Source: an optimization exercise on an open RTL-to-GDS flow (aim: small area). Production flows keep margins and buffers that such runs may drop.
The RTL was checked by simulation tests, not by an equivalence proof against the original design.
The clock port is modelled as an ideal driver, which makes a skipped or thinned clock tree look cheaper than it is; a real chip needs a root buffer or a tree.
Power is estimated from default activity; no workload was simulated.

Setup of old:
==> flow/design.v <==
package uartBridge_pkg;
    typedef logic [22:0] memAddr_t;     
    typedef logic [15:0] memWord_t;     
    typedef struct packed {
        logic [7:0]  opcode;            
        logic        addrTop;           
        memAddr_t    addr;
        logic [15:0] pad;               
    } readFrame_s;
    typedef struct packed {
        logic [7:0]  opcode;            
        logic        addrTop;           
        memAddr_t    addr;
        memWord_t    data;              
    } writeFrame_s;
    typedef union packed {
        readFrame_s  rd;
        writeFrame_s wr;
    } cmdFrame_u;
endpackage
`timescale 1ns/1ps
module uartBridgeTop (
    input  logic sys_clk,
    input  logic arstN,
    input  logic uartRxLine,
    output logic uartTxLine,
    output logic cmdError
);
    localparam logic [7:0] CMD_CLEAR = 8'h2F;
    localparam logic [1:0] RX_IDLE  = 2'd0;
    localparam logic [1:0] RX_START = 2'd1;
    localparam logic [1:0] RX_DATA  = 2'd2;
    localparam logic [1:0] RX_STOP  = 2'd3;
    logic [1:0] syncReg;
    logic       rxSync;
    logic [1:0] rxState;
    logic [3:0] rxCnt;
    logic [2:0] rxBit;          
    logic       rxStrobe;       
    logic [7:0] rxByte;
    logic       rxRead;
    assign rxSync   = syncReg[1];
    assign rxRead   = (rxState == RX_DATA) && (rxCnt == 4'd0);
    assign rxStrobe = (rxState == RX_IDLE) && (rxCnt == 4'd0);
    always_ff @(posedge sys_clk or negedge arstN) begin
        if (!arstN) begin
            syncReg  <= 2'b11;
            rxState  <= RX_IDLE;
            rxCnt    <= 4'd9;
            rxBit    <= '0;
        end else begin
            syncReg  <= {syncReg[0], uartRxLine};
            rxCnt    <= (rxState == RX_IDLE) ? 4'd9 : rxCnt + 4'd1;
            if (rxRead)
                rxBit <= rxBit + 3'd1;
            case (rxState)
                RX_IDLE:  if (!rxSync) rxState <= RX_START;
                RX_START: if (rxCnt == 4'd0) rxState <= rxSync ? RX_IDLE : RX_DATA;
                RX_DATA:  if (rxRead && rxBit == 3'd7) rxState <= RX_STOP;
                default:  if (rxCnt == 4'd15) rxState <= RX_IDLE;
            endcase
        end
    end
    always_ff @(posedge sys_clk) begin
        if (rxRead)
            rxByte <= {rxSync, rxByte[7:1]};
    end
    logic [2:0]  byteCnt;
    logic        isW;           
    logic        isClear, isOpcode, lastByte;
    logic        rdDone;            
    logic        wrReady;           
    logic [6:0]  idx;               
    logic        wrHit;
    assign isClear  = (rxByte == CMD_CLEAR);
    assign isOpcode = (rxByte == 8'h52) || (rxByte == 8'h57);
    assign lastByte = (byteCnt == (isW ? 3'd5 : 3'd3));
    assign rdDone   = rxStrobe && !isClear && !isW && (byteCnt == 3'd3);
    always_ff @(posedge sys_clk or negedge arstN) begin
        if (!arstN) begin
            byteCnt  <= '0;
            cmdError <= 1'b0;
            isW      <= 1'b0;
        end else begin
            cmdError <= 1'b0;
            if (rxStrobe) begin
                if (isClear) begin
                    byteCnt <= '0;
                    isW     <= 1'b0;        
                end else if (byteCnt == 3'd0) begin
                    if (isOpcode) begin
                        byteCnt <= 3'd1;
                        isW     <= rxByte[0];
                    end else
                        cmdError <= 1'b1;
                end else if (lastByte) begin
                    byteCnt <= '0;
                end else begin
                    byteCnt <= byteCnt + 3'd1;
                end
            end
        end
    end
    always_ff @(posedge sys_clk) begin
        if (rxRead && rxBit == 3'd6 && byteCnt == 3'd3)
            idx <= {rxSync, rxByte[7:2]};
    end
    logic [15:0] ring [128];
    logic [6:0]  rot;
    logic        clr;           
    logic [15:0] txWord;
    always_ff @(posedge sys_clk or negedge arstN) begin
        if (!arstN) begin
            rot <= '0;
            clr <= 1'b1;
        end else begin
            rot <= rot - 7'd1;
            if (rot == 7'd1)
                clr <= 1'b0;
        end
    end
    logic e5, e6, e7;
    logic [1:0] tap4;
    assign e5   = (idx[4:0] == rot[4:0]);
    assign e6   = e5 && (idx[5] == rot[5]);
    assign e7   = e6 && (idx[6] == rot[6]);
    assign tap4 = idx[6:5] - rot[6:5];
    assign wrReady = isW && (byteCnt == 3'd0);
    assign wrHit   = wrReady && e7;
    always_ff @(posedge sys_clk) begin
        ring[0] <= clr ? 16'h0000 : ring[127];
        ring[1] <= wrHit ? txWord : ring[0];
        for (int p = 2; p < 128; p++)
            ring[p] <= ring[p-1];
    end
    always_ff @(posedge sys_clk) begin
        if (isW) begin
            if (rxStrobe && byteCnt == 3'd4)
                txWord[15:8] <= rxByte;
            if (rxStrobe && byteCnt == 3'd5)
                txWord[7:0] <= rxByte;
        end else begin
            if (e5)
                txWord[0] <= ring[{tap4, 5'd0}][0];
            if (e5 && !tap4[0])
                txWord[4:1] <= ring[{tap4[1], 6'd0}][4:1];
            if (e7)
                txWord[15:5] <= ring[0][15:5];
        end
    end
    localparam logic [1:0] TX_IDLE  = 2'd0;
    localparam logic [1:0] TX_START = 2'd1;
    localparam logic [1:0] TX_DATA  = 2'd2;
    localparam logic [1:0] TX_STOP  = 2'd3;
    logic [1:0] txState;
    logic [3:0] txCnt;
    logic [3:0] txPos;
    logic       bitEnd;
    assign bitEnd = (txCnt == 4'd15);
    always_ff @(posedge sys_clk)
        txCnt <= (txState == TX_IDLE) ? 4'd14 : txCnt + 4'd1;
    always_ff @(posedge sys_clk or negedge arstN) begin
        if (!arstN) begin
            txState    <= TX_IDLE;
            txPos      <= '0;
            uartTxLine <= 1'b1;
        end else begin
            case (txState)
                TX_IDLE: begin
                    if (rdDone)
                        txState <= TX_START;
                end
                TX_START: begin
                    if (bitEnd && uartTxLine)
                        uartTxLine <= 1'b0;
                    else if (bitEnd) begin
                        txState    <= TX_DATA;
                        txPos      <= txPos + 4'd1;
                        uartTxLine <= txWord[txPos];
                    end
                end
                TX_DATA: begin
                    if (bitEnd) begin
                        if (txPos[2:0] == 3'd0) begin
                            txState    <= TX_STOP;
                            uartTxLine <= 1'b1;
                        end else begin
                            txPos      <= txPos + 4'd1;
                            uartTxLine <= txWord[txPos];
                        end
                    end
                end
                default: begin
                    if (bitEnd) begin
                        if (!txPos[3])
                            txState <= TX_IDLE;
                        else begin
                            txState    <= TX_START;
                            uartTxLine <= 1'b0;
                        end
                    end
                end
            endcase
        end
    end
endmodule
clock: 10.0 ns
lec_check: 0
cap_margin: 20
core_margin: 2
core_utilization: 60
place_density: 0.75
slew_margin: 20
cts_args: -sink_clustering_enable -repair_clock_nets -sink_clustering_size 20 -sink_clustering_max_diameter 35 -buf_list sky130_fd_sc_hd__clkbuf_8 -root_buf sky130_fd_sc_hd__clkbuf_16 -tree_buf sky130_fd_sc_hd__clkbuf_8 -sink_clustering_buffer sky130_fd_sc_hd__clkbuf_8 -dont_use_dummy_load
post_cts_tcl: /design/flow/flow/merge_leaves.tcl
leaf_cap: 22
leaf_dist: 40
leaf_hp: 75
standard.sh (not shown) runs the stock make flow with config.mk's settings and CLKGATE_MAP_FILE= SYNTH_SCRIPT=/design/flow/synth_recipe.tcl, a recipe that flattens the netlist after the stock synthesis.
==> flow/flow/run.sh <==
#!/bin/bash
set -euo pipefail
CTS_SIZE=${CTS_SIZE:-28}
CTS_DIAM=${CTS_DIAM:-45}
CTS_BUF=${CTS_BUF:-sky130_fd_sc_hd__clkbuf_16}
if [[ -f flow/cts.env ]]; then source flow/cts.env; fi
cat >> config.mk <<EOC
export CTS_ARGS = -sink_clustering_enable -repair_clock_nets -sink_clustering_size $CTS_SIZE -sink_clustering_max_diameter $CTS_DIAM -buf_list $CTS_BUF ${CTS_EXTRA:-} -dont_use_dummy_load
EOC
if [[ -n "${LEAF_CAP:-}" ]]; then
cat >> config.mk <<EOC
export POST_CTS_TCL = $PWD/flow/merge_leaves.tcl
export LEAF_CAP = $LEAF_CAP
export LEAF_DIST = ${LEAF_DIST:-25}
export LEAF_HP = ${LEAF_HP:-80}
EOC
fi
bash standard.sh > flow_make.log 2>&1
Other scripts of this flow, unchanged in this note and not shown: flow/flow/cts.env, flow/flow/merge_leaves.tcl
### old -> new
-- flow/design.v --
<<< old, line 158
    logic       bitEnd;
    assign bitEnd = (txCnt == 4'd15);
    always_ff @(posedge sys_clk)
        txCnt <= (txState == TX_IDLE) ? 4'd14 : txCnt + 4'd1;
    always_ff @(posedge sys_clk or negedge arstN) begin
        if (!arstN) begin
            txState    <= TX_IDLE;
            txPos      <= '0;
            uartTxLine <= 1'b1;
        end else begin
            case (txState)
                TX_IDLE: begin
>>> new, line 158
    logic       bitEnd;
    assign bitEnd = (txCnt == 4'd15);
    always_ff @(posedge sys_clk or negedge arstN) begin
        if (!arstN) begin
            txState    <= TX_IDLE;
            txCnt      <= 4'd14;
            txPos      <= '0;
            uartTxLine <= 1'b1;
        end else begin
            txCnt <= (txState == TX_IDLE) ? 4'd14 : txCnt + 4'd1;
            case (txState)
                TX_IDLE: begin
Results
- Summary: with old as the reference, cell-internal power in new moved up slightly.
- new vs old, wire length went down by 690 um.
- Against old, wire length of the first global-routing pass in new came out better.
- Re boundary pin count: no difference whatsoever between old and new.
- new ends up with a met1 wire length that is about 2% lower than in old.
- Between old and new, the share of synthesized cell area in and, or, nand and nor gates figures differ only marginally.
- old → new: via count now sits at about the same level, core occupancy in the finished layout ~0 delta.
- When new is set beside old, its time the final worst path needs with I/O delays and setup turns out to be 0.096 ns smaller.
- As far as post-synthesis compound-gate area fraction is concerned, old and new perform about the same.
- For synthesized area, old and new come out practically identical.

## separate check: timing with driven ports
The flow's constraints put no driver on any port. The routed layouts listed below were extracted and timed again, unchanged, in two steps.
Step 1 assumes that a clkbuf_16 drives the clock port and a buf_2 every other input.
Step 2 moves the port delays by t, midway between the first and last clock arrival at a register: inputs arrive t later, outputs are due t later. That takes back most of the time a late clock gives input paths.
Slacks: ideal / step 1 / step 2; pairs: ideal / step 1.
run	t (ns)	setup WS [ns]	worst setup path at the end	pins driven straight from the clock port
old	0.683	6.177 / 6.117 / 6.800	register to output	1
new	0.688	6.273 / 6.214 / 6.902	register to output	1
After both steps every run listed still meets setup and hold.
